This is an optimization exercise on Yosys and OpenROAD, whose aim is small area, not a production implementation. RTL that was checked went through simulation tests only; none was proved equivalent to the original. No functional check of the RTL was part of runs 4 to 6. Power figures rest on the tool's default switching activity, not on a simulated workload.

## design/flow/flow/run.sh

```bash
#!/bin/bash
# Layout flow: the standard ORFS flow (standard synthesis unchanged), with
# the port buffers made of the smallest buffer cell instead of the default
# choice. Every input and output port still gets its own buffer.
set -euo pipefail
bash standard.sh BUFFER_PORTS_ARGS="-buffer_cell sky130_fd_sc_hd__buf_1" finish > orfs_flow.log 2>&1
```

## design/flow/standard.sh

```bash
#!/bin/bash
# synth_recipe.tcl (not shown) runs the flow's synth.tcl, then flattens the netlist and writes it again
# the make line also repeats each setting of config.mk as NAME=value (left out here)
make -C /OpenROAD-flow-scripts/flow DESIGN_CONFIG=/design/flow/config.mk WORK_HOME=/design/flow/orfs CLKGATE_MAP_FILE= SYNTH_SCRIPT=/design/flow/synth_recipe.tcl "${@:-finish}"
```

## design/flow/config.mk

```make
export PLATFORM = sky130hd
export DESIGN_NAME = audio_noise_gate_with_hold
export DESIGN_NICKNAME = audio_noise_gate_with_hold
export VERILOG_FILES = /design/flow/design.v
export SDC_FILE = /design/flow/constraint.sdc
export NUM_CORES = 4
export LEC_CHECK = 0
export CAP_MARGIN = 10
export CORE_MARGIN = 2
export CORE_UTILIZATION = 75
export CTS_BUF_LIST = sky130_fd_sc_hd__clkbuf_16
export CTS_CLUSTER_DIAMETER = 90
export CTS_CLUSTER_SIZE = 24
export SLEW_MARGIN = 10
```

## design/flow/constraint.sdc

```tcl
create_clock -name core_clock -period 12.0 [get_ports {clk_i}]
set_input_delay 2.4000 -clock core_clock [delete_from_list [all_inputs] [get_ports {clk_i}]]
set_output_delay 2.4000 -clock core_clock [all_outputs]
set_load 0.01 [all_outputs]
```

## design/flow/design.v

```verilog
`default_nettype none
package ngate_pkg;
  localparam int SampleBitsDef = 24;
  localparam int CoefBitsDef   = 24;
  localparam int HoldBitsDef   = 20;
  localparam int CfgIdxBits = 3;
  localparam logic [31:0] ThresholdRst = 32'd83886;
  localparam logic [31:0] DetAtkRst    = 32'd16427000;
  localparam logic [31:0] DetRelRst    = 32'd16773721;
  localparam logic [31:0] GainAtkRst   = 32'd16707000;
  localparam logic [31:0] GainRelRst   = 32'd16770000;
  localparam logic [31:0] HoldLenRst   = 32'd480;
endpackage
`default_nettype wire
`default_nettype none
module audio_noise_gate_with_hold #(
  parameter int SAMPLE_BITS = ngate_pkg::SampleBitsDef,
  parameter int COEF_BITS   = ngate_pkg::CoefBitsDef,
  parameter int HOLD_BITS   = ngate_pkg::HoldBitsDef,
  parameter int CFG_BITS    = (SAMPLE_BITS > COEF_BITS)
                              ? ((SAMPLE_BITS > HOLD_BITS) ? SAMPLE_BITS : HOLD_BITS)
                              : ((COEF_BITS > HOLD_BITS) ? COEF_BITS : HOLD_BITS)
) (
  input  wire logic                             clk_i,
  input  wire logic                             rst_ni,
  input  wire logic                             cfg_we_i,
  input  wire logic [ngate_pkg::CfgIdxBits-1:0] cfg_idx_i,
  input  wire logic [CFG_BITS-1:0]              cfg_data_i,
  input  wire logic                             in_valid_i,
  output      logic                             in_ready_o,
  input  wire logic signed [SAMPLE_BITS-1:0]    in_sample_i,
  output      logic                             out_valid_o,
  input  wire logic                             out_ready_i,
  output      logic signed [SAMPLE_BITS-1:0]    out_sample_o,
  output      logic [COEF_BITS:0]               out_gain_o,
  output      logic                             out_gate_open_o
);
  localparam logic [1:0] PH_IDLE = 2'd0;
  localparam logic [1:0] PH_ENV  = 2'd1;
  localparam logic [1:0] PH_GAIN = 2'd2;
  localparam logic [1:0] PH_OUT  = 2'd3;
  logic        en_q;
  logic [23:0] thr_q, da_q, dr_q, ga_q, gr_q;
  logic [19:0] hl_q;
  logic [23:0] env_q;
  logic [24:0] g_q;
  logic [19:0] hc_q;
  logic [24:0] s_q;
  logic        open_q, ov_q, rise_q, b_q, f1_q, f2_q, clr_q;
  logic [1:0]  ph_q;
  logic [4:0]  j_q;
  logic [23:0] wd0, wd1;                   
  logic [7:0]  we;
  assign wd0 = cfg_data_i[23:0] & {24{rst_ni}};
  assign wd1 = cfg_data_i[23:0] | {24{!rst_ni}};
  always_comb begin
    for (int r = 0; r < 8; r++) we[r] = !rst_ni || (cfg_we_i && (cfg_idx_i == 3'(r)));
  end
  logic [23:0] wthr, wda, wdr, wga, wgr, whl;
  assign wthr = (wd1 & ngate_pkg::ThresholdRst[23:0]) | (wd0 & ~ngate_pkg::ThresholdRst[23:0]);
  assign wda  = (wd1 & ngate_pkg::DetAtkRst[23:0])    | (wd0 & ~ngate_pkg::DetAtkRst[23:0]);
  assign wdr  = (wd1 & ngate_pkg::DetRelRst[23:0])    | (wd0 & ~ngate_pkg::DetRelRst[23:0]);
  assign wga  = (wd1 & ngate_pkg::GainAtkRst[23:0])   | (wd0 & ~ngate_pkg::GainAtkRst[23:0]);
  assign wgr  = (wd1 & ngate_pkg::GainRelRst[23:0])   | (wd0 & ~ngate_pkg::GainRelRst[23:0]);
  assign whl  = (wd1 & ngate_pkg::HoldLenRst[23:0])   | (wd0 & ~ngate_pkg::HoldLenRst[23:0]);
  always_ff @(posedge clk_i) begin
    if (we[0]) en_q  <= wd1[0];
    if (we[1]) thr_q <= wthr;
    if (we[2]) da_q  <= wda;
    if (we[3]) dr_q  <= wdr;
    if (we[4]) ga_q  <= wga;
    if (we[5]) gr_q  <= wgr;
    if (we[6]) hl_q  <= whl[19:0];
  end
  logic idle, env, gain, out, j0, jhi, scan, mul, ecmp, eupd, hcmp, hdec, gadd, gupd, neg;
  logic go, byp;
  assign idle = (ph_q == PH_IDLE);
  assign env  = (ph_q == PH_ENV);
  assign gain = (ph_q == PH_GAIN);
  assign out  = (ph_q == PH_OUT);
  assign j0   = (j_q == 5'd0);
  assign jhi  = j_q[4] & j_q[3] & (j_q[2] | j_q[1] | j_q[0]);   
  assign scan = !idle && !jhi;                                   
  assign mul  = scan && !j0;
  assign ecmp = env  && (j_q == 5'd31);
  assign eupd = env  && (j_q == 5'd25);
  assign hcmp = env  && (j_q == 5'd26);
  assign hdec = env  && (j_q == 5'd27);
  assign gadd = gain && (j_q == 5'd25);
  assign gupd = gain && (j_q == 5'd26);
  assign neg  = out  && (j_q == 5'd25);
  assign go  = idle && in_valid_i && !ov_q && !clr_q;
  assign byp = go && !en_q;
  assign in_ready_o = neg || byp;
  logic        sgn, x_j, m_j, e_j, g_j, sa, sb, d_env, d_gain, d_nxt;
  logic [31:0] xs, es, gs;
  assign sgn = in_sample_i[23];
  assign xs  = {8'd0, in_sample_i};
  assign es  = {8'd0, env_q};
  assign gs  = {7'd0, g_q};
  assign x_j = xs[j_q];
  assign e_j = es[j_q];
  assign g_j = gs[j_q];
  assign m_j = x_j ^ (sgn & f1_q);
  assign sa  = rise_q ? m_j : e_j;
  assign sb  = rise_q ? e_j : m_j;
  assign d_env  = sa ^ sb ^ f2_q;
  assign d_gain = (j_q == 5'd24) ? (open_q ? !(f2_q || g_j) : g_j)
                                 : (g_j ^ (open_q & f2_q));
  assign d_nxt  = env ? d_env : (gain ? d_gain : m_j);
  logic [24:0] p, q, qx, sum;
  logic [25:0] cy;
  logic        acc_sgn;
  logic        invq, cin;
  logic        p_coef, p_env, p_g, p_hc, p_hl, q_s, q_t;
  logic [23:0] coef;
  logic        hc_nz;
  assign hc_nz = |hc_q;
  assign coef   = env ? (rise_q ? da_q : dr_q) : (open_q ? ga_q : gr_q);
  assign p_coef = b_q && (env || gain) && (mul || gadd);
  assign p_env  = ecmp || eupd || hcmp;
  assign p_g    = gupd || (out && b_q && mul);
  assign p_hc   = hdec && !rise_q;
  assign p_hl   = hdec && rise_q;
  assign q_s    = (idle && ov_q && !clr_q) || ecmp || mul || gadd || eupd || gupd || neg;
  assign q_t    = hcmp;
  assign p = ({25{p_coef}} & {1'b1, coef})
           | ({25{p_env}}  & {1'b0, env_q})
           | ({25{p_g}}    & g_q)
           | ({25{p_hc}}   & {5'd0, hc_q})
           | ({25{p_hl}}   & {5'd0, hl_q});
  assign q = ({25{q_s}} & s_q)
           | ({25{q_t}} & {1'b0, thr_q});
  always_comb begin
    invq = 1'b0;
    cin  = 1'b0;
    if (ecmp)      begin invq = !s_q[24];     cin = invq; end
    else if (eupd) begin invq = rise_q;       cin = invq; end
    else if (hcmp) begin invq = 1'b1; end
    else if (hdec) begin invq = !rise_q && hc_nz; end
    else if (gupd) begin invq = open_q;       cin = invq; end
    else if (neg)  begin invq = rise_q;       cin = invq; end
  end
  assign acc_sgn = (env || gain) && ((q_s && s_q[24]) || p_coef);
  assign qx    = q ^ {25{invq}};
  assign cy[0] = cin;
  for (genvar i = 0; i < 25; i++) begin : g_add
    assign sum[i]  = p[i] ^ qx[i] ^ cy[i];
    assign cy[i+1] = (p[i] & qx[i]) | (p[i] & cy[i]) | (qx[i] & cy[i]);
  end
  always_ff @(posedge clk_i or negedge rst_ni) begin
    if (!rst_ni) begin
      ov_q  <= 1'b0;
      clr_q <= 1'b1;
      ph_q  <= PH_IDLE;
      j_q   <= '0;
    end else begin
      clr_q <= cfg_we_i && (cfg_idx_i == 3'd0) && !cfg_data_i[0];
      if (in_ready_o && in_valid_i) ov_q <= 1'b1;
      else if (out_ready_i) ov_q <= 1'b0;
      if (idle) begin
        if (go && en_q) begin
          ph_q <= PH_ENV;
          j_q  <= 5'd31;
        end
      end else if (hdec || gupd) begin
        ph_q <= ph_q + 2'd1;
        j_q  <= '0;
      end else if (neg) begin
        ph_q <= PH_IDLE;
        j_q  <= '0;
      end else begin
        j_q <= j_q + 5'd1;
      end
    end
  end
  always_ff @(posedge clk_i) begin
    if (ecmp) rise_q <= sum[24];
    else if (hcmp) rise_q <= !sum[24];           
    else if (gupd) rise_q <= sgn;                
    if (clr_q || eupd) env_q <= sum[23:0];
    if (clr_q || gupd) g_q   <= sum[24:0];
    if (clr_q || hdec) hc_q <= sum[19:0];
    if (hdec) open_q <= rise_q || hc_nz;
    else if (byp) open_q <= 1'b0;
    b_q  <= d_nxt;
    f1_q <= scan && (f1_q || x_j);
    f2_q <= scan && (env ? ((!sa && sb) || (!(sa ^ sb) && f2_q)) : (f2_q || g_j));
    if (idle && !ov_q && !clr_q) s_q <= {sgn, in_sample_i};
    else s_q <= scan ? {acc_sgn, sum[24:1]} : sum;
  end
  assign out_valid_o     = ov_q;
  assign out_sample_o    = s_q[23:0];
  assign out_gain_o      = g_q;
  assign out_gate_open_o = open_q;
endmodule
`default_nettype wire
```

==> qor.log, run 1 <==
qor: clock_tree.cts_buffer_depth 3
qor: yosys.yosys.area.top_type_share 52.8%
qor: yosys.yosys_warnings 1
qor: yosys.synthesis.area 0.0121 mm²
qor: global_routing.globalRoute.busiestLayer met2
qor: layout.layout-drive-gt1-share 16.1%
qor: clock_tree.clock_sink_count 249
qor: worst_hold_path.hp-class reg2reg
qor: global_routing.grt_max_degree 55
qor: route.first_pass_iters 9
qor: route.detail_route.wirelength 33000 µm
qor: timing.skew 21.2 ps
qor: layout.finalInstanceArea 0.0131 mm²
qor: pwr.power.density_cell_area 304 mW/mm²
qor: timing.worstMarginPinSlew 1250 ps
qor: clock_tree.cts_hold_buffers 0
qor: timing.worst_slew_margin_rel 16.7%
qor: clock_tree.clkLatencyLatePin 490 ps
qor: global_routing.vias_in_the_first_global_route 8006
qor: global_routing.grt.total_usage 39.3%
qor: route.first_iter_violations 1302
qor: floorplan.rows 46
qor: yosys.yosys_register_bits 249
qor: timing.slew_violations 0
qor: critical_path.critical_path.startpoint_type flip-flop
qor: yosys.dominantRegCellSynth sky130_fd_sc_hd__edfxtp_1
qor: layout.final_nets 1057
qor: global_routing.overflow 0
qor: clock_tree.cts.clk_slew.worst_paths 100 ps
qor: yosys.netlist-cell-type-count 63
qor: floorplan.ioPinCount 108
qor: layout.insertedDiodeCount 0
qor: placed_design.post_dp_cell_area 0.0126 mm²
qor: timing.achievable-frequency 84.3 MHz
qor: yosys.yosysSeqAreaShare 59.3%
qor: route.via_per_inst 7.05
qor: yosys.post-synth-top-count-cell sky130_fd_sc_hd__edfxtp_1
qor: yosys.syn-num-nets 982
qor: timing.rsz0062_at_grt yes
qor: floorplan.start_util 76.2%
qor: critical_path.critical_path_class reg2reg
qor: pwr.total_leakage_power 4.65 nW
qor: critical_path.worst_path_most_repeated_cell sky130_fd_sc_hd__fa_2
qor: layout.area.growth.synth_to_final 8.81%
qor: route.wl_per_cell 27.7 µm
qor: yosys.synth_top_area_cell sky130_fd_sc_hd__edfxtp_1
qor: critical_path.worst-endpoint-required 12240 ps
qor: job.drv.max_cap_violation_count 0
qor: global_routing.grt_first_pass_wirelength 48600 µm
qor: yosys.synth-async-reset-ratio 3.61%
qor: critical_path.crit_arrival 12110 ps
qor: clock_tree.cts_tree yes
qor: placed_design.dp.final_hpwl 23000 µm
qor: floorplan.die_area 0.0171 mm²
qor: yosys.avg_cell_area_syn 13.5 µm²
qor: timing.post-route-period-util 98.9%
qor: critical_path.critical_path_peak_fanout 4
qor: timing.fin_hold_viols 0
qor: floorplan.die_height 131 µm
qor: timing.timing.final.setup_violations 0
qor: timing.period_needed 11860 ps
qor: global_routing.grt_antenna_before_repair 0
qor: route.post-route-drc-count 0
qor: layout.final_util 82.9%
qor: yosys.yosys-top-cells-count 212 x sky130_fd_sc_hd__edfxtp_1, 70 x sky130_fd_sc_hd__mux2i_1, 56 x sky130_fd_sc_hd__o21ai_0
qor: clock_tree.cts.root.buffer_cell sky130_fd_sc_hd__clkbuf_16
qor: critical_path.crit_slowest_cell sky130_fd_sc_hd__or4b_4
qor: critical_path.critPathCaptureType flip-flop
qor: status.run_status timing/DRC/antenna clean
qor: route.antenna_left 0
qor: critical_path.cpPeakStageDelay 470 ps
qor: yosys.ys_top_cells_by_area sky130_fd_sc_hd__edfxtp_1 53%, sky130_fd_sc_hd__mux2i_1 5.8%, sky130_fd_sc_hd__dfxtp_1 4.6%
qor: yosys.synth_edf_count 212
qor: global_routing.global_route.usage.met1 58.0%
qor: route.route.vias.total 8394
qor: clock_tree.cts_inserted_buffers 14
qor: placed_design.gp_congestion 0.965
qor: global_routing.grt_use_met3 7.25%
qor: yosys.netlist_instances 892
qor: floorplan.fp.coreArea 0.0158 mm²
qor: placed_design.placement.io_buffers 107
qor: floorplan.chipWidth 131 µm
qor: global_routing.groute.layer.met2.usage 61.9%
qor: clock_tree.htreeDepth 1
qor: pwr.vdd_drop_max 0.148 mV
==> metal layers <==
layer / vias to the layer above / part of all wire, %
met5: - / 0
met4: 0 / 3.5
met3: 109 / 13
met2: 681 / 47
met1: 4108 / 37
li1: 3496 / -
==> final timing paths <==
path                                    endpoint          startpoint  cells after the start  slack (ps)
worst max-delay path            rise_q$_DFFE_PP_  j_q[1]$_DFFE_PN0P_                     35         140
worst min-delay path                f1_q$_DFF_P_        f1_q$_DFF_P_                      1         510
worst max register to register  rise_q$_DFFE_PP_  j_q[1]$_DFFE_PN0P_                     35         140
worst min register to register      f1_q$_DFF_P_        f1_q$_DFF_P_                      1         510
max in group asynchronous        clr_q$_DFF_PN1_              rst_ni                      1        9920
min in group asynchronous       ov_q$_DFFE_PN0P_              rst_ni                      1        1810
==> flip-flops by register name, summed over array words and instances (netlist names), 5 cells and up <==
| name | cells |
|---|---|
| hl_q | 20 |
| s_q | 25 |
| g_q | 25 |
| dr_q | 24 |
| thr_q | 24 |
| j_q | 5 |
| hc_q | 20 |
| env_q | 24 |
| gr_q | 24 |
| ga_q | 24 |
| da_q | 24 |
==> report_power, final <==
part           internal, W  switching [W]  leakage [nW]
Clock             0.000219       0.000272         0.225
Combinational     0.000821        0.00125          2.05
Sequential         0.00129       0.000134          2.38
==> logic make-up after synthesis <==
kind of cell	synth area share, %
XOR/XNOR	2.16
multiplexers	11.2
buffers and inverters	3.91
AO/OA/AOI/OAI	10.7
adder cells (fa/ha/maj)	5.08
flip-flops	59.3
AND/OR/NAND/NOR	7.64
==> timing repair <==
action	4_1_cts	5_1_grt
endpoints found under the hold margin	0	0
endpoints found under the setup margin	0	4
buffers inserted	0	4
gates resized for setup	0	12
==> metrics by stage <==
| step | hold WS (ps) | worst slack [ps] | power [W] | cells | setup TNS, ps |
|---|---|---|---|---|---|
| after global placement | 457 | 340 | 0.00328 | 1163 | 0 |
| after detailed placement | 478 | 145 | 0.00336 | 1163 | 0 |
| after CTS | 502 | 60.8 | 0.00387 | 1187 | 0 |
| final | 508 | 135 | 0.00399 | 1191 | 0 |
| after global routing | 523 | -63.0 | 0.00414 | 1191 | -103 |
| after floorplan | 441 | 29.2 | 0.00281 | 892 | 0 |
==> placed cells by master, fill, tap and decap left out, types with 9 or more instances in the layout <==
cell type                   count
sky130_fd_sc_hd__a211oi_1       9
sky130_fd_sc_hd__a21oi_1       36
sky130_fd_sc_hd__a222oi_1      20
sky130_fd_sc_hd__a22oi_1       33
sky130_fd_sc_hd__and2_1        26
sky130_fd_sc_hd__buf_1        106
sky130_fd_sc_hd__buf_4         33
sky130_fd_sc_hd__clkbuf_16     14
sky130_fd_sc_hd__dfxtp_1       28
sky130_fd_sc_hd__edfxtp_1     212
sky130_fd_sc_hd__fa_2          24
sky130_fd_sc_hd__inv_1         15
sky130_fd_sc_hd__mux2_2        40
sky130_fd_sc_hd__mux2i_1       70
sky130_fd_sc_hd__mux4_2         9
sky130_fd_sc_hd__nand2_1       46
sky130_fd_sc_hd__nand2b_1      30
sky130_fd_sc_hd__nor2_1        38
sky130_fd_sc_hd__o21ai_0       49
sky130_fd_sc_hd__xnor2_1       25
==> critical path, delay by kind of cell (launching register included) <==
family                     cells  cell delay (ps)
DFF                            1              440
and+or+nand+nor                3              800
xor gates and xnor gates       2              560
adders and majority gates     25             8980
AOI/OAI and AO/OA              4              790
buffers and inverters          1              100
==> final cells by class <==
class	instances	area, µm²
inverters	12	47.5
multi-input cells	550	4590
flip-flops and latches	249	7150
well taps	216	270
clock inverters	10	62.6
clock buffers	14	350
repair buffers	140	651
fillers	814	2710
==> run 2, diff against run 1 <==
--- a/design/flow/config.mk
+++ b/design/flow/config.mk
@@ -9,6 +9,6 @@
 export CORE_MARGIN = 2
 export CORE_UTILIZATION = 75
 export CTS_BUF_LIST = sky130_fd_sc_hd__clkbuf_16
-export CTS_CLUSTER_DIAMETER = 90
-export CTS_CLUSTER_SIZE = 24
+export CTS_CLUSTER_DIAMETER = 110
+export CTS_CLUSTER_SIZE = 32
 export SLEW_MARGIN = 10
==> qor.log, run 2 <==
qor: clock_tree.cts.clk_slew.worst_paths 120 ps [+20 ps]
qor: clock_tree.cts_tree yes
qor: floorplan.die_height 131 µm [unchanged]
qor: yosys.yosysSeqAreaShare 59.3% [unchanged]
qor: timing.timing.final.setup_violations 0 [unchanged]
qor: yosys.synthesis.area 0.0121 mm² [unchanged]
qor: critical_path.crit_slowest_cell sky130_fd_sc_hd__dfrtp_2
qor: floorplan.start_util 76.2% [unchanged]
qor: worst_hold_path.hold_path.startpoint f1_q$_DFF_P_
qor: route.first_pass_iters 7 [-2]
qor: placed_design.dpl.cell_count 1163 [unchanged]
qor: pwr.p_clk_share 11.8% [-0.5 points]
qor: yosys.post-synth-top-count-cell sky130_fd_sc_hd__edfxtp_1
qor: floorplan.chipWidth 131 µm [unchanged]
qor: critical_path.worst-endpoint-required 12380 ps [+140 ps]
qor: route.route.vias.total 8354 [-0.48%]
qor: layout.stdcell_count 1192 [+0.084%]
qor: floorplan.rows 46 [unchanged]
qor: global_routing.overflow 0 [unchanged]
qor: yosys.yosys.area_share.xor_xnor 2.16% [unchanged]
qor: yosys.synth_top_family_by_area multiplexers
qor: route.post-route-drc-count 0 [unchanged]
qor: route.antenna_left 0 [unchanged]
qor: floorplan.fp.coreArea 0.0158 mm² [unchanged]
qor: yosys.netlist-cell-type-count 63 [unchanged]
qor: placed_design.placement.io_buffers 107 [unchanged]
qor: yosys.multiplexer_fraction_of_the_synthesized_cell_area 11.2% [unchanged]
qor: yosys.ys_top_cells_by_area sky130_fd_sc_hd__edfxtp_1 53%, sky130_fd_sc_hd__mux2i_1 5.8%, sky130_fd_sc_hd__dfxtp_1 4.6%
qor: route.detail_route.wirelength 32600 µm [-1.5%]
qor: global_routing.grt_max_degree 55 [unchanged]
qor: critical_path.critical_path.startpoint_type flip-flop
qor: pwr.net-switching-power 0.00165 W [-0.60%]
qor: layout.layout-drive-gt1-share 16.7% [+0.60 points]
qor: yosys.synth_top_area_cell sky130_fd_sc_hd__edfxtp_1
qor: clock_tree.htreeDepth 1 [unchanged]
qor: timing.hold_ws 513 ps [+5.44 ps]
qor: worst_hold_path.hold_depth 1 [unchanged]
qor: clock_tree.clkLatencyLatePin 510 ps [+20 ps]
qor: pwr.power_switching_share 41.5% [-0.065 points]
qor: critical_path.r2r_cells 35 [unchanged]
qor: timing.timing.setup.tns 0 ps [unchanged]
qor: yosys.netlist_instances 892 [unchanged]
qor: timing.skew 32.3 ps [+11.1 ps]
qor: clock_tree.cts_inserted_buffers 12 [-2]
qor: pwr.power.share.combinational 52.3% [+0.4 points]
qor: layout.layout.cells.most_common sky130_fd_sc_hd__edfxtp_1
qor: yosys.synth_compound_area_share 10.7% [unchanged]
qor: route.via_per_inst 7.01 [-0.56%]
qor: clock_tree.clock_sink_count 249 [unchanged]
qor: yosys.yosys_register_bits 249 [unchanged]
qor: status.run_status timing/DRC/antenna clean
qor: global_routing.grt_antenna_before_repair 1 [+1]
qor: route.first_iter_violations 1413 [+8.5%]
qor: yosys.avg_cell_area_syn 13.5 µm² [unchanged]
qor: layout.mostFrequentLayoutCells 212 x sky130_fd_sc_hd__edfxtp_1, 106 x sky130_fd_sc_hd__buf_1, 70 x sky130_fd_sc_hd__mux2i_1, 49 x sky130_fd_sc_hd__o21ai_0, 46 x sky130_fd_sc_hd__nand2_1
qor: layout.finalInstanceArea 0.0131 mm² [+0.20%]
qor: critical_path.critical_path_peak_fanout 4 [unchanged]
qor: floorplan.ioPinCount 108 [unchanged]
qor: timing.rsz0062_at_grt yes
qor: yosys.post_synth_and_or_nand_nor_area_fraction 7.64% [unchanged]
qor: layout.insertedDiodeCount 0 [unchanged]
qor: route.wl_per_cell 27.3 µm [-1.5%]
qor: yosys.yosys.area.top_type_share 52.8% [unchanged]
qor: layout.area.growth.synth_to_final 9.03%
qor: clock_tree.cts.root.buffer_cell sky130_fd_sc_hd__clkbuf_16
qor: timing.worstMarginPinSlew 1130 ps [-121 ps]
qor: placed_design.dp.final_hpwl 23000 µm [unchanged]
qor: pwr.total_leakage_power 4.66 nW [+0.23%]
qor: yosys.dominantRegCellSynth sky130_fd_sc_hd__edfxtp_1
qor: pwr.pwr-share-seq 35.9% [about the same]
qor: timing.slew_violations 0 [unchanged]
qor: yosys.yosys-top-cells-count 212 x sky130_fd_sc_hd__edfxtp_1, 70 x sky130_fd_sc_hd__mux2i_1, 56 x sky130_fd_sc_hd__o21ai_0
qor: yosys.synth-async-reset-ratio 3.61% [unchanged]
qor: layout.reg_top3 g_q (25), s_q (25)
qor: placed_design.gp_congestion 0.965 [unchanged]
qor: critical_path.worst_path_most_repeated_cell sky130_fd_sc_hd__fa_2
qor: pwr.internal-power 0.00233 W [-0.33%]
qor: global_routing.grt_first_pass_wirelength 48300 µm [-0.72%]
qor: critical_path.rr_startpoint j_q[0]$_DFFE_PN0P_
qor: worst_hold_path.worstHoldEndpoint f1_q$_DFF_P_
qor: floorplan.die_area 0.0171 mm² [unchanged]
qor: pwr.vdd_drop_max 0.240 mV [+63%]
qor: timing.worst_slew_margin_rel 24.7% [+8.1 points]
qor: global_routing.grt.total_usage 39.0% [-0.24 points]
qor: yosys.yosys_warnings 1 [unchanged]
qor: worst_hold_path.hp-class reg2reg
qor: placed_design.post_dp_cell_area 0.0126 mm² [unchanged]
qor: critical_path.r2r_end s_q[24]$_DFF_P_
qor: timing.post-route-period-util 98.5% [-0.35 points]
qor: yosys.synth_edf_count 212 [unchanged]
qor: timing.fin_hold_viols 0 [unchanged]
qor: pwr.power.density_cell_area 302 mW/mm² [-0.64%]
qor: layout.final_nets 1060 [+0.28%]
qor: critical_path.critPathCaptureType flip-flop
qor: global_routing.vias_in_the_first_global_route 7946 [-0.75%]
qor: timing.period_needed 11820 ps [-41.7 ps]
qor: job.drv.max_cap_violation_count 0 [unchanged]
qor: clock_tree.cts_buffer_depth 3 [unchanged]
qor: timing.achievable-frequency 84.6 MHz [+0.35%]
qor: yosys.syn-num-nets 982 [unchanged]
qor: yosys.arithmetic_cell_share_of_the_synthesized_area_counting_full_adders_half_adders_and_majority_gates 5.08% [unchanged]
qor: critical_path.timing.reg2reg.setup_slack 180 ps [+40 ps]
qor: critical_path.critical_path_class reg2reg
qor: critical_path.cpPeakStageDelay 460 ps [about the same]
qor: critical_path.crit_arrival 12200 ps [+90 ps]
[run 2: area by class of cell]
type                            count  area (µm²)
Multi-Input combinational cell    550        4600
Fill cell                         812        2680
Sequential cell                   249        7150
Clock buffer                       12         300
Clock inverter                      8        85.1
Timing Repair Buffer              145         692
Tap cell                          216         270
Inverter                           12        47.5
[run 2: timing repair]
action	4_1_cts	5_1_grt
endpoints found under the setup margin	0	3
resized for setup	0	15
setup buffers	0	9
hold buffers	0	0
[run 2: stage by stage]
stage	setup slack (ps)	util, %	total power, W
CTS	123	82.3	0.00385
finish	177	83.1	0.00398
floorplan	29.2	-	0.00281
global placement	340	79.8	0.00328
detailed placement	145	79.8	0.00336
global route	-43.4	83.1	0.00415
[run 2: worst max path at each step]
stage | from | endpoint | slack [ps] | cells past startpoint
2_1_floorplan | j_q[0]$_DFFE_PN0P_ | rise_q$_DFFE_PP_ | 30 | 40
3_3_place_gp | j_q[1]$_DFFE_PN0P_ | rise_q$_DFFE_PP_ | 340 | 35
3_5_place_dp | j_q[1]$_DFFE_PN0P_ | rise_q$_DFFE_PP_ | 140 | 35
4_1_cts | j_q[1]$_DFFE_PN0P_ | rise_q$_DFFE_PP_ | 120 | 35
5_1_grt | j_q[0]$_DFFE_PN0P_ | rise_q$_DFFE_PP_ | -40 | 35
6_report | j_q[0]$_DFFE_PN0P_ | s_q[24]$_DFF_P_ | 180 | 35
[run 2: cell families (layout without fill, tap and decap cells)]
family	count (synthesis)	in the layout
compound gates	191	191
xor+xnor	28	28
fa+ha+maj	34	34
flops	249	249
simple gates	178	178
mux	119	119
buf+inv	93	177
[run 2: worst max-delay path, delay by kind of cell, from the launching register on]
kind                       cells  cell delay (ps)
AOI/OAI and AO/OA              2              490
and+or+nand+nor                3             1050
DFF                            1              460
xor gates and xnor gates       3              630
adders and majority gates     25             8940
buffers and inverters          2              140
[run 2: layer usage]
| metal | GRT usage (%) | up-vias | routed length, µm |
|---|---|---|---|
| li1 | - | 3499 | - |
| met1 | 57.0 | 4078 | 11900 |
| met2 | 60.8 | 703 | 15200 |
| met3 | 9.85 | 72 | 4600 |
| met4 | 9.07 | 2 | 824 |
| met5 | 0 | - | 11 |
[run 2: power groups by stage]
stage,sequential (W),clock (W),combinational [W]
after CTS,0.00141,0.000469,0.00196
final,0.00143,0.000471,0.00208
after global placement,0.00142,0,0.00185
after floorplan,0.00137,0,0.00145
after global routing,0.00143,0.000494,0.00222
after detailed placement,0.00143,0,0.00193
==> run 3, diff against run 2 <==
--- a/design/flow/config.mk
+++ b/design/flow/config.mk
@@ -8,7 +8,7 @@
 export CAP_MARGIN = 10
 export CORE_MARGIN = 2
 export CORE_UTILIZATION = 75
-export CTS_BUF_LIST = sky130_fd_sc_hd__clkbuf_16
-export CTS_CLUSTER_DIAMETER = 110
-export CTS_CLUSTER_SIZE = 32
+export CTS_BUF_LIST = sky130_fd_sc_hd__clkbuf_8
+export CTS_CLUSTER_DIAMETER = 60
+export CTS_CLUSTER_SIZE = 14
 export SLEW_MARGIN = 10
==> qor.log, run 3 <==
qor: status.run_status timing/DRC/antenna clean
qor: floorplan.rows 46 [unchanged]
qor: clock_tree.cts.clk_slew.worst_paths 90 ps [-30 ps]
qor: placed_design.placement.io_buffers 107 [unchanged]
qor: job.drv.max_cap_violation_count 0 [unchanged]
qor: pwr.p_clk_share 11.8% [about the same]
qor: yosys.yosys-top-cells-count 212 x sky130_fd_sc_hd__edfxtp_1, 70 x sky130_fd_sc_hd__mux2i_1, 56 x sky130_fd_sc_hd__o21ai_0
qor: floorplan.die_area 0.0171 mm² [unchanged]
qor: critical_path.cpPeakStageDelay 470 ps [about the same]
qor: layout.final_nets 1065 [+0.47%]
qor: pwr.power_switching_share 41.7% [+0.19 points]
qor: timing.hold_ws 502 ps [-11.0 ps]
qor: clock_tree.cts_buffer_depth 3 [unchanged]
qor: timing.worst_slew_margin_rel 19.1% [-5.6 points]
qor: pwr.power.density_cell_area 301 mW/mm² [-0.60%]
qor: global_routing.grt_max_degree 55 [unchanged]
qor: yosys.netlist_instances 892 [unchanged]
qor: layout.layout.cells.most_common sky130_fd_sc_hd__edfxtp_1
qor: timing.slew_violations 0 [unchanged]
qor: critical_path.crit_slowest_cell sky130_fd_sc_hd__or4b_4
qor: pwr.vdd_drop_max 0.156 mV [-35%]
qor: route.first_iter_violations 1407 [-0.42%]
qor: yosys.yosys_register_bits 249 [unchanged]
qor: clock_tree.cts_tree yes
qor: route.post-route-drc-count 0 [unchanged]
qor: yosys.yosys_warnings 1 [unchanged]
qor: pwr.internal-power 0.00230 W [-1.3%]
qor: floorplan.fp.coreArea 0.0158 mm² [unchanged]
qor: yosys.syn-num-nets 982 [unchanged]
qor: critical_path.critPathCaptureType flip-flop
qor: route.antenna_left 0 [unchanged]
qor: critical_path.r2r_cells 35 [unchanged]
qor: pwr.pwr-share-seq 36.2% [+0.3 points]
qor: global_routing.grt_antenna_before_repair 0 [-1]
qor: timing.skew 22.4 ps [-9.83 ps]
qor: pwr.net-switching-power 0.00164 W [-0.48%]
qor: placed_design.dp.final_hpwl 23000 µm [unchanged]
qor: placed_design.gp_congestion 0.965 [unchanged]
qor: clock_tree.cts_inserted_buffers 22 [+10]
qor: floorplan.ioPinCount 108 [unchanged]
qor: clock_tree.clkLatencyLatePin 560 ps [+50 ps]
qor: clock_tree.cts.root.buffer_cell sky130_fd_sc_hd__clkbuf_8
qor: yosys.synthesis.area 0.0121 mm² [unchanged]
qor: clock_tree.cts_hold_buffers 0 [unchanged]
qor: pwr.total_leakage_power 4.68 nW [+0.38%]
qor: timing.period_needed 11830 ps [+5.01 ps]
qor: floorplan.chipWidth 131 µm [unchanged]
qor: yosys.ys_top_cells_by_area sky130_fd_sc_hd__edfxtp_1 53%, sky130_fd_sc_hd__mux2i_1 5.8%, sky130_fd_sc_hd__dfxtp_1 4.6%
qor: critical_path.critical_path_class reg2reg
qor: worst_hold_path.hold_depth 1 [unchanged]
qor: critical_path.crit_arrival 12270 ps [+70 ps]
qor: timing.fin_hold_viols 0 [unchanged]
qor: placed_design.post-place-ws 145 ps [unchanged]
qor: layout.mostFrequentLayoutCells 212 x sky130_fd_sc_hd__edfxtp_1, 106 x sky130_fd_sc_hd__buf_1, 70 x sky130_fd_sc_hd__mux2i_1, 49 x sky130_fd_sc_hd__o21ai_0, 46 x sky130_fd_sc_hd__nand2_1
qor: yosys.synth_top_area_cell sky130_fd_sc_hd__edfxtp_1
qor: yosys.yosys.area.top_type_share 52.8% [unchanged]
qor: timing.worstMarginPinSlew 1210 ps [+84.2 ps]
qor: yosys.synth-async-reset-ratio 3.61% [unchanged]
qor: timing.fin_ws 172 ps [-5.01 ps]
qor: route.wl_per_cell 27.3 µm [-0.10%]
qor: pwr.power.share.combinational 51.9% [-0.4 points]
qor: timing.timing.final.setup_violations 0 [unchanged]
qor: yosys.netlist-cell-type-count 63 [unchanged]
qor: timing.achievable-frequency 84.5 MHz [about the same]
qor: timing.timing.setup.tns 0 ps [unchanged]
qor: route.via_per_inst 6.99 [-0.20%]
qor: worst_hold_path.hp-class reg2reg
qor: layout.layout-drive-gt1-share 16.8% [+0.050 points]
qor: route.detail_route.wirelength 32900 µm [+1.2%]
qor: critical_path.worst-endpoint-required 12440 ps [+60 ps]
qor: route.first_pass_iters 9 [+2]
qor: layout.insertedDiodeCount 0 [unchanged]
qor: clock_tree.clock_sink_count 249 [unchanged]
qor: global_routing.vias_in_the_first_global_route 8144 [+2.5%]
qor: critical_path.critical_path.startpoint_type flip-flop
qor: layout.area.growth.synth_to_final 8.64%
qor: timing.post-route-period-util 98.6% [about the same]
qor: yosys.yosysSeqAreaShare 59.3% [unchanged]
qor: global_routing.overflow 0 [unchanged]
qor: yosys.post-synth-top-count-cell sky130_fd_sc_hd__edfxtp_1
qor: yosys.avg_cell_area_syn 13.5 µm² [unchanged]
qor: critical_path.worst_path_most_repeated_cell sky130_fd_sc_hd__fa_2
qor: yosys.dominantRegCellSynth sky130_fd_sc_hd__edfxtp_1
qor: floorplan.die_height 131 µm [unchanged]
qor: global_routing.grt_first_pass_wirelength 48800 µm [+1.1%]
qor: critical_path.critical_path_peak_fanout 4 [unchanged]
qor: global_routing.grt.total_usage 39.4% [+0.39 points]
qor: floorplan.start_util 76.2% [unchanged]
qor: timing.rsz0062_at_grt yes
qor: layout.reg_top3 g_q (25), s_q (25)
qor: clock_tree.htreeDepth 1 [unchanged]
qor: route.route.vias.total 8442 [+1.1%]
qor: yosys.synth_edf_count 212 [unchanged]
[run 3: cell counts after synthesis]
Identical to the previous run, type by type.
[run 3: critical path: cells and delay by family (launching register included)]
family | cells | cell delay, ps
DFF | 1 | 440
xor gates and xnor gates | 2 | 530
buffers and inverters | 2 | 140
adders and majority gates | 25 | 8990
AOI/OAI and AO/OA | 4 | 1010
and+or+nand+nor | 2 | 660
[run 3: repair_timing]
item,CTS,global route
buffers inserted,0,4
resized for setup,0,11
endpoints found under the setup margin,0,4
[run 3: worst paths after layout]
path,startpoint,end,slack (ps)
min,f1_q$_DFF_P_,f1_q$_DFF_P_,500
max reg2reg,j_q[0]$_DFFE_PN0P_,s_q[24]$_DFF_P_,170
max,j_q[0]$_DFFE_PN0P_,s_q[24]$_DFF_P_,170
max in group asynchronous,rst_ni,clr_q$_DFF_PN1_,9960
min reg2reg,f1_q$_DFF_P_,f1_q$_DFF_P_,500
min in group asynchronous,rst_ni,ov_q$_DFFE_PN0P_,1750
[run 3: stage by stage]
step | utilization (%) | total power, W | cells | area [µm²]
final | 82.8 | 0.00394 | 1207 | 13100
after global placement | 79.8 | 0.00328 | 1163 | 12600
after floorplan | - | 0.00281 | 892 | 12200
after global routing | 82.8 | 0.00410 | 1207 | 13100
after CTS | 82.4 | 0.00383 | 1203 | 13000
after detailed placement | 79.8 | 0.00336 | 1163 | 12600
[run 3: power by group through the flow]
stage / clock (W) / sequential [W] / combinational (W)
3_3_place_gp: 0 / 0.00142 / 0.00185
2_1_floorplan: 0 / 0.00137 / 0.00145
3_5_place_dp: 0 / 0.00143 / 0.00193
4_1_cts: 0.000464 / 0.00141 / 0.00195
5_1_grt: 0.000493 / 0.00143 / 0.00218
6_report: 0.000466 / 0.00143 / 0.00204
[run 3: routing by layer]
| metal | vias up | track usage (%) | wire [µm] |
|---|---|---|---|
| met5 | - | 0 | 0 |
| met4 | 0 | 10.5 | 1040 |
| met3 | 93 | 7.94 | 4730 |
| met2 | 763 | 61.5 | 15300 |
| met1 | 4071 | 58.3 | 11900 |
| li1 | 3515 | - | - |
[run 3: cell families after synthesis]
kind of cell             synth area share (%)
flip-flops                               59.3
AO/OA/AOI/OAI                            10.7
AND/OR/NAND/NOR                          7.64
multiplexers                             11.2
buffers and inverters                    3.91
adder cells (fa/ha/maj)                  5.08
XOR/XNOR                                 2.16
[run 3: final cells by class]
type | count | area [µm²]
Clock buffer | 23 | 317
Clock inverter | 17 | 81.3
Fill cell | 824 | 2730
Inverter | 12 | 47.5
Multi-Input combinational cell | 550 | 4580
Sequential cell | 249 | 7150
Tap cell | 216 | 270
Timing Repair Buffer | 140 | 651
==> run 4, diff against run 3 <==
--- a/design/flow/design.v
+++ b/design/flow/design.v
@@ -137,7 +137,7 @@
     if (ecmp)      begin invq = !s_q[24];     cin = invq; end
     else if (eupd) begin invq = rise_q;       cin = invq; end
     else if (hcmp) begin invq = 1'b1; end
-    else if (hdec) begin invq = !rise_q && hc_nz; end
+    else if (hdec) begin invq = !rise_q && f1_q; end
     else if (gupd) begin invq = open_q;       cin = invq; end
     else if (neg)  begin invq = rise_q;       cin = invq; end
   end
@@ -181,10 +181,10 @@
     if (clr_q || eupd) env_q <= sum[23:0];
     if (clr_q || gupd) g_q   <= sum[24:0];
     if (clr_q || hdec) hc_q <= sum[19:0];
-    if (hdec) open_q <= rise_q || hc_nz;
+    if (hdec) open_q <= rise_q || f1_q;
     else if (byp) open_q <= 1'b0;
     b_q  <= d_nxt;
-    f1_q <= scan && (f1_q || x_j);
+    f1_q <= scan ? (f1_q || x_j) : (hcmp && hc_nz);
     f2_q <= scan && (env ? ((!sa && sb) || (!(sa ^ sb) && f2_q)) : (f2_q || g_j));
     if (idle && !ov_q && !clr_q) s_q <= {sgn, in_sample_i};
     else s_q <= scan ? {acc_sgn, sum[24:1]} : sum;
--- a/design/flow/config.mk
+++ b/design/flow/config.mk
@@ -8,7 +8,7 @@
 export CAP_MARGIN = 10
 export CORE_MARGIN = 2
 export CORE_UTILIZATION = 75
-export CTS_BUF_LIST = sky130_fd_sc_hd__clkbuf_8
-export CTS_CLUSTER_DIAMETER = 60
-export CTS_CLUSTER_SIZE = 14
+export CTS_BUF_LIST = sky130_fd_sc_hd__clkbuf_16
+export CTS_CLUSTER_DIAMETER = 90
+export CTS_CLUSTER_SIZE = 24
 export SLEW_MARGIN = 10
==> qor.log, run 4 <==
qor: yosys.synth_top_area_cell sky130_fd_sc_hd__edfxtp_1
qor: floorplan.ioPinCount 108 [unchanged]
qor: floorplan.rows 46 [unchanged]
qor: timing.worstMarginPinSlew 1260 ps [+47.7 ps]
qor: floorplan.chipWidth 131 µm [about the same]
qor: timing.slew_violations 0 [unchanged]
qor: floorplan.fp.coreArea 0.0158 mm² [-0.36%]
qor: clock_tree.htreeDepth 1 [unchanged]
qor: route.wl_per_cell 29.0 µm [+6.1%]
qor: floorplan.die_height 131 µm [about the same]
qor: layout.stdcell_count 1206 [-0.083%]
qor: yosys.syn-num-nets 978 [-0.41%]
qor: timing.worst_slew_margin_rel 15.7% [-3.4 points]
qor: clock_tree.clkLatencyLatePin 500 ps [-60 ps]
qor: worst_hold_path.hold_path.startpoint f2_q$_DFF_P_
qor: yosys.netlist-cell-type-count 61 [-3.2%]
qor: placed_design.dp.final_hpwl 22700 µm [-1.0%]
qor: placed_design.dpl.cell_count 1173 [+0.86%]
qor: layout.final_nets 1072 [+0.66%]
qor: global_routing.grt_antenna_before_repair 1 [+1]
qor: critical_path.critical_path_class reg2reg
qor: critical_path.cpPeakStageDelay 460 ps [about the same]
qor: global_routing.overflow 0 [unchanged]
qor: route.post-route-drc-count 0 [unchanged]
qor: layout.layout.cells.most_common sky130_fd_sc_hd__edfxtp_1
qor: placed_design.placement.io_buffers 107 [unchanged]
qor: status.violations setup timing
qor: timing.fin_hold_viols 0 [unchanged]
qor: timing.achievable-frequency 83.3 MHz [-1.5%]
qor: critical_path.critical_path.startpoint_type flip-flop
qor: route.first_iter_violations 1477 [+5.0%]
qor: yosys.synthesis.area 0.0121 mm² [about the same]
qor: worst_hold_path.hold_depth 2 [+1]
qor: timing.fin_ws -4.92 ps [-177 ps]
qor: critical_path.r2r_cells 38 [+8.6%]
qor: worst_hold_path.hp-class reg2reg
qor: critical_path.critPathCaptureType flip-flop
qor: floorplan.start_util 76.5% [+0.26 points]
qor: clock_tree.cts.clk_slew.worst_paths 100 ps [about the same]
qor: clock_tree.clock_sink_count 249 [unchanged]
qor: timing.hold_ws 575 ps [+73.1 ps]
qor: critical_path.worst_path_most_repeated_cell sky130_fd_sc_hd__fa_2
qor: critical_path.critical_path_peak_fanout 4 [unchanged]
qor: layout.mostFrequentLayoutCells 212 x sky130_fd_sc_hd__edfxtp_1, 106 x sky130_fd_sc_hd__buf_1, 61 x sky130_fd_sc_hd__mux2i_1, 52 x sky130_fd_sc_hd__o21ai_0, 51 x sky130_fd_sc_hd__buf_4
qor: critical_path.critical_path.startpoint j_q[0]$_DFFE_PN0P_
qor: yosys.ys_top_cells_by_area sky130_fd_sc_hd__edfxtp_1 53%, sky130_fd_sc_hd__mux2i_1 5.1%, sky130_fd_sc_hd__dfxtp_1 4.6%
qor: pwr.vdd_drop_max 0.187 mV [+20%]
qor: layout.area.growth.synth_to_final 11.2%
qor: timing.skew 36.7 ps [+14.3 ps]
qor: timing.rsz0062_at_grt yes
qor: job.drv.max_cap_violation_count 0 [unchanged]
qor: clock_tree.cts.root.buffer_cell sky130_fd_sc_hd__clkbuf_16
qor: global_routing.grt.total_usage 41.6% [+2.2 points]
qor: placed_design.gp_congestion 1.01 [+4.3%]
qor: yosys.yosys.area.top_type_share 52.8% [about the same]
qor: yosys.avg_cell_area_syn 13.6 µm² [+0.43%]
qor: yosys.yosys_register_bits 249 [unchanged]
qor: timing.timing.final.setup_violations 1 [+1]
qor: critical_path.crit_arrival 12270 ps [about the same]
qor: yosys.dominantRegCellSynth sky130_fd_sc_hd__edfxtp_1
qor: yosys.yosys-top-cells-count 212 x sky130_fd_sc_hd__edfxtp_1, 61 x sky130_fd_sc_hd__mux2i_1, 58 x sky130_fd_sc_hd__o21ai_0
qor: status.run_status failed layout checks
qor: pwr.total_leakage_power 4.76 nW [+1.8%]
qor: timing.period_needed 12000 ps [+177 ps]
qor: layout.filler_cell_count 731 [-11%]
qor: critical_path.crit_slowest_cell sky130_fd_sc_hd__dfrtp_2
qor: global_routing.grt_max_degree 56 [+1.8%]
qor: layout.reg_top3 g_q (25), s_q (25)
qor: yosys.yosys_warnings 1 [unchanged]
qor: clock_tree.cts_hold_buffers 0 [unchanged]
qor: route.first_pass_iters 6 [-3]
qor: yosys.synth_edf_count 212 [unchanged]
qor: floorplan.die_area 0.0171 mm² [about the same]
qor: layout.layout-drive-gt1-share 19.1% [+2.3 points]
qor: yosys.yosysSeqAreaShare 59.3% [about the same]
qor: clock_tree.cts_tree yes
qor: clock_tree.cts_inserted_buffers 14 [-36%]
qor: critical_path.worst-endpoint-required 12270 ps [-170 ps]
qor: route.antenna_left 0 [unchanged]
qor: route.via_per_inst 7.20 [+3.0%]
qor: route.detail_route.wirelength 34900 µm [+6.0%]
qor: yosys.netlist_instances 888 [-0.45%]
qor: clock_tree.cts_buffer_depth 3 [unchanged]
qor: route.route.vias.total 8689 [+2.9%]
qor: global_routing.vias_in_the_first_global_route 8297 [+1.9%]
qor: pwr.power.density_cell_area 321 mW/mm² [+6.7%]
qor: layout.insertedDiodeCount 0 [unchanged]
qor: timing.post-route-period-util 100% [+1.5 points]
qor: global_routing.grt_first_pass_wirelength 51100 µm [+4.6%]
qor: pwr.totalPowerFinal 0.00430 W [+9.2%]
qor: critical_path.rr_startpoint j_q[0]$_DFFE_PN0P_
qor: yosys.synth-async-reset-ratio 3.61% [unchanged]
qor: yosys.post-synth-top-count-cell sky130_fd_sc_hd__edfxtp_1
==> run 4: what timing repair did <==
| action | CTS | global route |
|---|---|---|
| resized for setup | 7 | 13 |
| pin swaps | 1 | 6 |
| cloned | 1 | 0 |
| setup endpoints to repair | 2 | 4 |
| hold endpoints to repair | 0 | 0 |
| setup buffers | 1 | 7 |
==> run 4: area by class of cell <==
class	instances	area [µm²]	share of cell area [%]
multi-input cells	544	4660	34.8
well taps	216	270	2.02
clock inverters	9	46.3	0.345
repair buffers	161	850	6.34
flip-flops and latches	249	7160	53.4
clock buffers	15	375	2.80
inverters	12	47.5	0.355
==> run 4: path summary, 6_finish.rpt <==
kind / end / slack [ps]
max: rise_q$_DFFE_PP_ / -5
min: f2_q$_DFF_P_ / 580
max reg2reg: rise_q$_DFFE_PP_ / -5
min reg2reg: f2_q$_DFF_P_ / 580
max in group asynchronous: clr_q$_DFF_PN1_ / 9900
min in group asynchronous: ph_q[0]$_DFFE_PN0P_ / 1780
==> run 4: stage by stage <==
| stage | worst slack (ps) | util [%] | TNS (ps) | instance area, µm² |
|---|---|---|---|---|
| after floorplan | -36.6 | - | -36.6 | 12200 |
| after global placement | 64.9 | 81.2 | 0 | 12800 |
| after detailed placement | -13.4 | 81.2 | -13.4 | 12800 |
| after CTS | 12.6 | 84.3 | 0 | 13300 |
| after global routing | -197 | 85.0 | -417 | 13400 |
| final | -4.92 | 85.0 | -4.92 | 13400 |
==> run 4: critical path: cells and delay by family (launching register included) <==
| kind | cells | cell delay [ps] |
|---|---|---|
| AO/OA/AOI/OAI | 6 | 1050 |
| XOR/XNOR | 2 | 350 |
| adder cells (fa/ha/maj) | 26 | 9130 |
| buffers and inverters | 1 | 70 |
| flip-flops | 1 | 460 |
| AND/OR/NAND/NOR | 3 | 690 |
==> run 4: where the power goes <==
part | internal [W] | total (W) | switching (W)
logic | 0.000969 | 0.00236 | 0.00139
registers | 0.00132 | 0.00143 | 0.000111
clock network | 0.000230 | 0.000510 | 0.000279
==> run 4: cells by family (layout without fill, tap and decap cells) <==
kind of cell	after synthesis	count (layout)	share of synthesized area (%)
AOI/OAI and AO/OA	175	175	9.67
xor gates and xnor gates	27	27	2.09
adders and majority gates	34	34	5.08
buffers and inverters	95	197	3.84
DFF	249	249	59.3
muxes	118	118	11.8
and+or+nand+nor	190	190	8.21
==> run 4: routing by layer <==
layer / track usage [%] / vias to the layer above / wire length (µm)
met2: 66.6 / 851 / 16600
met1: 57.5 / 4157 / 11700
li1: - / 3524 / -
met4: 15.2 / 2 / 1710
met3: 9.08 / 155 / 4880
met5: 0 / - / 17
==> run 5, diff against run 4 <==
--- a/design/flow/design.v
+++ b/design/flow/design.v
@@ -124,7 +124,12 @@
   assign p_hl   = hdec && rise_q;
   assign q_s    = (idle && ov_q && !clr_q) || ecmp || mul || gadd || eupd || gupd || neg;
   assign q_t    = hcmp;
-  assign p = ({25{p_coef}} & {1'b1, coef})
+  logic s_da, s_dr, s_ga, s_gr;
+  assign s_da = p_coef && env && rise_q;
+  assign s_dr = p_coef && env && !rise_q;
+  assign s_ga = p_coef && !env && open_q;
+  assign s_gr = p_coef && !env && !open_q;
+  assign p = {p_coef, ({24{s_da}} & da_q) | ({24{s_dr}} & dr_q) | ({24{s_ga}} & ga_q) | ({24{s_gr}} & gr_q)}
            | ({25{p_env}}  & {1'b0, env_q})
            | ({25{p_g}}    & g_q)
            | ({25{p_hc}}   & {5'd0, hc_q})
--- a/design/flow/config.mk
+++ b/design/flow/config.mk
@@ -8,7 +8,7 @@
 export CAP_MARGIN = 10
 export CORE_MARGIN = 2
 export CORE_UTILIZATION = 75
-export CTS_BUF_LIST = sky130_fd_sc_hd__clkbuf_16
-export CTS_CLUSTER_DIAMETER = 90
-export CTS_CLUSTER_SIZE = 24
+export CTS_BUF_LIST = sky130_fd_sc_hd__clkbuf_8
+export CTS_CLUSTER_DIAMETER = 60
+export CTS_CLUSTER_SIZE = 14
 export SLEW_MARGIN = 10
==> qor.log, run 5 <==
qor: clock_tree.cts.root.buffer_cell sky130_fd_sc_hd__clkbuf_8
qor: floorplan.rows 45 [-2.2%]
qor: critical_path.crit_slowest_cell sky130_fd_sc_hd__dfrtp_2
qor: route.detail_route.wirelength 33900 µm [-2.9%]
qor: timing.worst_slew_margin_rel 20.4% [+4.6 points]
qor: placed_design.gp_congestion 1.01 [+0.65%]
qor: pwr.vdd_drop_max 0.149 mV [-20%]
qor: critical_path.crit_arrival 12130 ps [-140 ps]
qor: timing.achievable-frequency 84.5 MHz [+1.4%]
qor: layout.reg_top3 g_q (25), s_q (25)
qor: timing.skew 23.8 ps [-12.9 ps]
qor: global_routing.vias_in_the_first_global_route 8333 [+0.43%]
qor: floorplan.fp.coreArea 0.0153 mm² [-3.2%]
qor: yosys.yosys_warnings 1 [unchanged]
qor: critical_path.worst_path_most_repeated_cell sky130_fd_sc_hd__fa_2
qor: critical_path.critical_path_peak_fanout 5 [+1]
qor: timing.timing.final.setup_violations 0 [-1]
qor: timing.fin_hold_viols 0 [unchanged]
qor: layout.final_nets 1053 [-1.8%]
qor: clock_tree.cts.clk_slew.worst_paths 90 ps [about the same]
qor: job.drv.max_cap_violation_count 0 [unchanged]
qor: global_routing.grt_antenna_before_repair 0 [-1]
qor: route.wl_per_cell 28.5 µm [-1.5%]
qor: placed_design.dp.final_hpwl 23200 µm [+2.2%]
qor: timing.post-route-period-util 98.6% [-1.4 points]
qor: timing.worstMarginPinSlew 1190 ps [-69.1 ps]
qor: clock_tree.cts_tree yes
qor: timing.slew_violations 0 [unchanged]
qor: layout.mostFrequentLayoutCells 212 x sky130_fd_sc_hd__edfxtp_1, 106 x sky130_fd_sc_hd__buf_1, 80 x sky130_fd_sc_hd__nand2_1, 46 x sky130_fd_sc_hd__buf_4, 44 x sky130_fd_sc_hd__mux2i_1
qor: critical_path.worst-endpoint-required 12290 ps [+20 ps]
qor: global_routing.overflow 0 [unchanged]
qor: timing.rsz0062_at_grt yes
qor: clock_tree.cts_inserted_buffers 22 [+8]
qor: critical_path.r2r_cells 36 [-5.3%]
qor: yosys.post-synth-top-count-cell sky130_fd_sc_hd__edfxtp_1
qor: yosys.synthesis.area 0.0118 mm² [-2.5%]
qor: timing.timing.setup.tns 0 ps [+4.92 ps]
qor: placed_design.placement.io_buffers 107 [unchanged]
qor: yosys.netlist_instances 861 [-3.0%]
qor: route.first_iter_violations 1498 [+1.4%]
qor: timing.hold_ws 591 ps [+15.3 ps]
qor: floorplan.die_area 0.0167 mm² [-2.4%]
qor: clock_tree.cts_buffer_depth 3 [unchanged]
qor: floorplan.die_height 129 µm [-1.2%]
qor: worst_hold_path.hold_depth 2 [unchanged]
qor: yosys.syn-num-nets 951 [-2.8%]
qor: clock_tree.clock_sink_count 249 [unchanged]
qor: critical_path.critPathCaptureType flip-flop
qor: worst_hold_path.hp-class reg2reg
qor: layout.layout-drive-gt1-share 16.6% [-2.5 points]
qor: route.antenna_left 0 [unchanged]
qor: route.post-route-drc-count 0 [unchanged]
qor: critical_path.critical_path_class reg2reg
qor: status.run_status timing/DRC/antenna clean
qor: layout.layout.cells.most_common sky130_fd_sc_hd__edfxtp_1
qor: yosys.dominantRegCellSynth sky130_fd_sc_hd__edfxtp_1
qor: yosys.ys_top_cells_by_area sky130_fd_sc_hd__edfxtp_1 54%, sky130_fd_sc_hd__dfxtp_1 4.8%, sky130_fd_sc_hd__fa_1 4.3%
qor: yosys.yosys-top-cells-count 212 x sky130_fd_sc_hd__edfxtp_1, 81 x sky130_fd_sc_hd__nand2_1, 44 x sky130_fd_sc_hd__mux2i_1
qor: route.via_per_inst 7.20 [about the same]
qor: critical_path.critical_path.startpoint_type flip-flop
qor: floorplan.chipWidth 129 µm [-1.2%]
qor: yosys.yosys.area.top_type_share 54.1% [+1.3 points]
qor: clock_tree.clkLatencyLatePin 560 ps [+60 ps]
qor: yosys.avg_cell_area_syn 13.7 µm² [+0.59%]
qor: yosys.netlist-cell-type-count 58 [-4.9%]
qor: global_routing.grt.total_usage 41.3% [-0.35 points]
qor: layout.insertedDiodeCount 0 [unchanged]
qor: timing.period_needed 11840 ps [-170 ps]
qor: layout.area.growth.synth_to_final 10.7%
qor: yosys.synth-async-reset-ratio 3.61% [unchanged]
qor: route.route.vias.total 8558 [-1.5%]
qor: global_routing.grt_max_degree 65 [+16%]
qor: yosys.yosys_register_bits 249 [unchanged]
qor: route.first_pass_iters 9 [+3]
qor: clock_tree.htreeDepth 1 [unchanged]
qor: yosys.yosysSeqAreaShare 60.8% [+1.5 points]
qor: yosys.synth_top_area_cell sky130_fd_sc_hd__edfxtp_1
qor: critical_path.cpPeakStageDelay 480 ps [+20 ps]
qor: pwr.power.density_cell_area 308 mW/mm² [-4.0%]
qor: clock_tree.cts_hold_buffers 0 [unchanged]
qor: pwr.total_leakage_power 4.73 nW [-0.71%]
qor: floorplan.ioPinCount 108 [unchanged]
qor: yosys.synth_edf_count 212 [unchanged]
qor: global_routing.grt_first_pass_wirelength 50100 µm [-2.0%]
qor: floorplan.start_util 77.1% [+0.61 points]
==> run 5: final cells by class <==
cell class | instances | area, µm²
flip-flops and latches | 249 | 7160
well taps | 211 | 264
inverters | 17 | 66.3
clock inverters | 15 | 70.1
multi-input cells | 517 | 4350
fillers | 716 | 2240
clock buffers | 24 | 330
repair buffers | 156 | 785
==> run 5: worst max-delay path: cells and delay by family, from the launching register on <==
family / cells / cell delay (ps)
adder cells (fa/ha/maj): 26 / 9050
XOR/XNOR: 2 / 450
buffers and inverters: 1 / 60
AND/OR/NAND/NOR: 2 / 340
AO/OA/AOI/OAI: 5 / 1190
flip-flops: 1 / 480
==> run 5: layer usage <==
layer / part of all wire (%) / up-vias / global-route usage [%]
met1: 34 / 4067 / 57.4
li1: - / 3496 / -
met3: 16 / 137 / 10.2
met2: 47 / 858 / 65.5
met4: 4.0 / 0 / 13.6
met5: 0 / - / 0
==> run 5: stage by stage <==
stage	std cells	worst slack, ps	utilization, %	power [W]	instance area [µm²]
after floorplan	861	10.5	-	0.00273	11900
after global placement	1146	21.0	81.9	0.00325	12500
after detailed placement	1146	-204	81.9	0.00336	12500
after CTS	1186	0.549	84.6	0.00387	12900
after global routing	1189	-95.3	85.3	0.00414	13000
final	1189	165	85.3	0.00401	13000
==> run 5: path summary, 6_finish.rpt <==
path,from,endpoint,slack [ps]
max in group asynchronous,rst_ni,j_q[0]$_DFFE_PN0P_,9540
hold / removal,f2_q$_DFF_P_,f2_q$_DFF_P_,590
setup / recovery,j_q[0]$_DFFE_PN0P_,rise_q$_DFFE_PP_,160
hold reg to reg,f2_q$_DFF_P_,f2_q$_DFF_P_,590
min in group asynchronous,rst_ni,ph_q[1]$_DFFE_PN0P_,1980
setup reg to reg,j_q[0]$_DFFE_PN0P_,rise_q$_DFFE_PP_,160
==> run 5: report_power, final <==
part           internal [W]  leakage, nW  switching (W)
registers           0.00129         2.37       0.000120
logic              0.000854         2.11        0.00127
clock network      0.000187        0.240       0.000285
==> run 5: repair_timing <==
action	CTS	global route
gates resized for setup	6	21
setup buffers	1	3
pin swaps	3	28
setup endpoints to repair	4	5
==> run 5: kinds of logic after synthesis <==
| group | Yosys count | synth area share, % |
|---|---|---|
| DFF | 249 | 60.8 |
| buffers and inverters | 95 | 3.88 |
| adders and majority gates | 34 | 5.21 |
| and+or+nand+nor | 186 | 7.92 |
| muxes | 74 | 7.48 |
| AOI/OAI and AO/OA | 195 | 12.5 |
| xor gates and xnor gates | 28 | 2.20 |
==> run 6, diff against run 5 <==
--- a/design/flow/design.v
+++ b/design/flow/design.v
@@ -132,10 +132,10 @@
   assign p = {p_coef, ({24{s_da}} & da_q) | ({24{s_dr}} & dr_q) | ({24{s_ga}} & ga_q) | ({24{s_gr}} & gr_q)}
            | ({25{p_env}}  & {1'b0, env_q})
            | ({25{p_g}}    & g_q)
-           | ({25{p_hc}}   & {5'd0, hc_q})
-           | ({25{p_hl}}   & {5'd0, hl_q});
+           | ({25{p_hc}}   & {5'd0, hc_q});
   assign q = ({25{q_s}} & s_q)
-           | ({25{q_t}} & {1'b0, thr_q});
+           | ({25{q_t}} & {1'b0, thr_q})
+           | ({25{p_hl}} & {5'd0, hl_q});          
   always_comb begin
     invq = 1'b0;
     cin  = 1'b0;
==> qor.log, run 6 <==
qor: status.run_status failed layout checks
qor: status.violations setup timing
qor: timing.skew 28.9 ps [+5.18 ps]
qor: clock_tree.cts_inserted_buffers 22 [unchanged]
qor: global_routing.grt_antenna_before_repair 2 [+2]
qor: job.drv.max_cap_violation_count 0 [unchanged]
qor: floorplan.die_height 129 µm [about the same]
qor: floorplan.chipWidth 129 µm [about the same]
qor: critical_path.cpPeakStageDelay 510 ps [+30 ps]
qor: timing.hold_ws 598 ps [+6.92 ps]
qor: worst_hold_path.worstHoldEndpoint ph_q[0]$_DFFE_PN0P_
qor: floorplan.fp.coreArea 0.0153 mm² [unchanged]
qor: critical_path.worst_path_most_repeated_cell sky130_fd_sc_hd__fa_2
qor: global_routing.grt.total_usage 42.2% [+0.95 points]
qor: pwr.total_leakage_power 4.59 nW [-2.9%]
qor: floorplan.start_util 77.0% [-0.082 points]
qor: yosys.synth-async-reset-ratio 3.61% [unchanged]
qor: timing.timing.setup.tns -250 ps [-250 ps]
qor: floorplan.rows 45 [unchanged]
qor: placed_design.placement.io_buffers 107 [unchanged]
qor: critical_path.critPathCaptureType flip-flop
qor: yosys.netlist-cell-type-count 65 [+12%]
qor: timing.worst_slew_margin_rel 13.7% [-6.6 points]
qor: layout.filler_cell_count 691 [-3.5%]
qor: yosys.avg_cell_area_syn 14.0 µm² [+2.1%]
qor: route.wl_per_cell 30.0 µm [+5.1%]
qor: timing.worstMarginPinSlew 1290 ps [+102 ps]
qor: timing.slew_violations 0 [unchanged]
qor: pwr.p_clk_share 12.3% [+0.5 points]
qor: layout.area.growth.synth_to_final 9.72%
qor: route.post-route-drc-count 0 [unchanged]
qor: yosys.syn-num-nets 932 [-2.0%]
qor: layout.insertedDiodeCount 0 [unchanged]
qor: global_routing.grt_max_degree 65 [unchanged]
qor: placed_design.dp.final_hpwl 22800 µm [-1.9%]
qor: global_routing.overflow 0 [unchanged]
qor: route.first_iter_violations 1831 [+22%]
qor: clock_tree.clkLatencyLatePin 570 ps [about the same]
qor: timing.fin_ws -157 ps [-321 ps]
qor: worst_hold_path.hold_depth 1 [-1]
qor: layout.final_nets 1023 [-2.8%]
qor: floorplan.ioPinCount 108 [unchanged]
qor: yosys.yosys_warnings 1 [unchanged]
qor: layout.layout-drive-gt1-share 14.4% [-2.1 points]
qor: pwr.power.density_cell_area 296 mW/mm² [-3.9%]
qor: timing.timing.final.setup_violations 2 [+2]
qor: worst_hold_path.hp-class reg2reg
qor: pwr.power_switching_share 42.0% [+0.26 points]
qor: global_routing.grt_first_pass_wirelength 50900 µm [+1.6%]
qor: yosys.yosys.area.top_type_share 54.2% [+0.058 points]
qor: timing.period_needed 12160 ps [+321 ps]
qor: clock_tree.clock_sink_count 249 [unchanged]
qor: route.detail_route.wirelength 34700 µm [+2.5%]
qor: route.via_per_inst 7.37 [+2.4%]
qor: clock_tree.cts_buffer_depth 3 [unchanged]
qor: layout.mostFrequentLayoutCells 212 x sky130_fd_sc_hd__edfxtp_1, 106 x sky130_fd_sc_hd__buf_1, 65 x sky130_fd_sc_hd__mux2i_1, 50 x sky130_fd_sc_hd__nand2_1, 40 x sky130_fd_sc_hd__a222oi_1
qor: route.antenna_left 0 [unchanged]
qor: timing.fin_hold_viols 0 [unchanged]
qor: critical_path.r2r_end rise_q$_DFFE_PP_
qor: critical_path.crit_slowest_cell sky130_fd_sc_hd__a222oi_1
qor: critical_path.critical_path_class reg2reg
qor: clock_tree.cts.clk_slew.worst_paths 100 ps [about the same]
qor: clock_tree.cts.root.buffer_cell sky130_fd_sc_hd__clkbuf_8
qor: critical_path.rr_startpoint j_q[0]$_DFFE_PN0P_
qor: yosys.synth_edf_count 212 [unchanged]
qor: yosys.yosysSeqAreaShare 60.9% [+0.065 points]
qor: layout.regArea 0.00716 mm² [unchanged]
qor: floorplan.die_area 0.0167 mm² [-0.10%]
qor: yosys.synth_top_area_cell sky130_fd_sc_hd__edfxtp_1
qor: clock_tree.cts_tree yes
qor: yosys.ys_top_cells_by_area sky130_fd_sc_hd__edfxtp_1 54%, sky130_fd_sc_hd__mux2i_1 5.5%, sky130_fd_sc_hd__dfxtp_1 4.8%
-- run 6: cell type report --
type | instances | area share (%)
multi-input combinational | 500 | 33.5
tap | 211 | 2.05
timing repair buffer | 147 | 5.51
clock buffer | 23 | 2.46
inverter | 13 | 0.398
clock inverter | 17 | 0.573
sequential | 249 | 55.5
-- run 6: worst max-delay path by stage --
stage | endpoint | slack, ps | cells past startpoint | from
finish | rise_q$_DFFE_PP_ | -160 | 37 | j_q[0]$_DFFE_PN0P_
global route | rise_q$_DFFE_PP_ | -360 | 38 | j_q[0]$_DFFE_PN0P_
floorplan | rise_q$_DFFE_PP_ | 40 | 42 | j_q[0]$_DFFE_PN0P_
CTS | rise_q$_DFFE_PP_ | -30 | 38 | j_q[0]$_DFFE_PN0P_
detailed placement | rise_q$_DFFE_PP_ | -50 | 38 | j_q[1]$_DFFE_PN0P_
global placement | rise_q$_DFFE_PP_ | 150 | 38 | j_q[0]$_DFFE_PN0P_
-- run 6: cells by family after synthesis --
group | Yosys count | synth area share, %
flops | 249 | 60.9
compound gates | 192 | 12.3
simple gates | 168 | 7.76
buf+inv | 93 | 4.09
mux | 80 | 7.84
fa+ha+maj | 34 | 5.22
xor+xnor | 26 | 1.94
-- run 6: layer usage --
metal / wire, µm / GRT usage (%) / vias to the layer above
met5: 22 / 0 / -
met4: 1730 / 16.4 / 4
met3: 5270 / 11.2 / 188
met2: 16200 / 66.7 / 888
met1: 11600 / 57.3 / 4041
li1: - / - / 3432
-- run 6: metrics by stage --
step | std cells | total power (W) | setup WS, ps | instance area, µm²
final | 1160 | 0.00381 | -157 | 12900
after global routing | 1160 | 0.00391 | -363 | 12900
after CTS | 1155 | 0.00366 | -30.1 | 12800
after detailed placement | 1115 | 0.00315 | -48.9 | 12400
after global placement | 1115 | 0.00304 | 152 | 12400
after floorplan | 842 | 0.00263 | 38.0 | 11900
-- run 6: worst max-delay path: cells and delay by family (launching register included) --
family                   cells  cell delay [ps]
AND/OR/NAND/NOR              3              850
adder cells (fa/ha/maj)     24             8490
flip-flops                   1              450
AO/OA/AOI/OAI                7             1740
buffers and inverters        3              330
-- run 6: timing repair --
item | in CTS | in global routing
endpoints found under the setup margin | 2 | 4
hold endpoints to repair | 0 | 0
pin swaps | 2 | 7
setup buffers | 0 | 5
gates resized for setup | 7 | 13
-- run 6: power groups by stage --
stage | combinational (W) | sequential [W] | clock (W)
floorplan | 0.00129 | 0.00134 | 0
global placement | 0.00166 | 0.00138 | 0
detailed placement | 0.00175 | 0.00139 | 0
CTS | 0.00182 | 0.00138 | 0.000461
global route | 0.00203 | 0.00139 | 0.000488
finish | 0.00196 | 0.00139 | 0.000468

-- port drivers added, routing unchanged --
The flow's constraints put no driver on any port. The routed layouts listed below were extracted and timed again, unchanged, in two steps. Step 1 sets driving cells, clkbuf_16 on the clock port and buf_2 on the other inputs (assumed; they add their load-dependent delay and slew). Step 2 moves the port delays by t, midway between the first and last clock arrival at a register: inputs arrive t later, outputs are due t later. That takes back most of the time a late clock gives input paths. a / b / c = ideal ports / drivers / drivers and shift; a / b = the first two.
run | shift t [ns] | setup WS [ns] | hold slack, ns
run 1 | 0.529 | 0.135 / 0.135 / 0.135 | 0.508 / 0.508 / 0.508
run 2 | 0.535 | 0.177 / 0.177 / 0.177 | 0.513 / 0.513 / 0.513
run 3 | 0.586 | 0.172 / 0.172 / 0.172 | 0.502 / 0.502 / 0.502
run 4 | 0.532 | -0.005 / -0.005 / -0.005 | 0.575 / 0.575 / 0.575
run 5 | 0.585 | 0.165 / 0.165 / 0.165 | 0.591 / 0.591 / 0.591
run 6 | 0.595 | -0.157 / -0.157 / -0.157 | 0.598 / 0.598 / 0.598
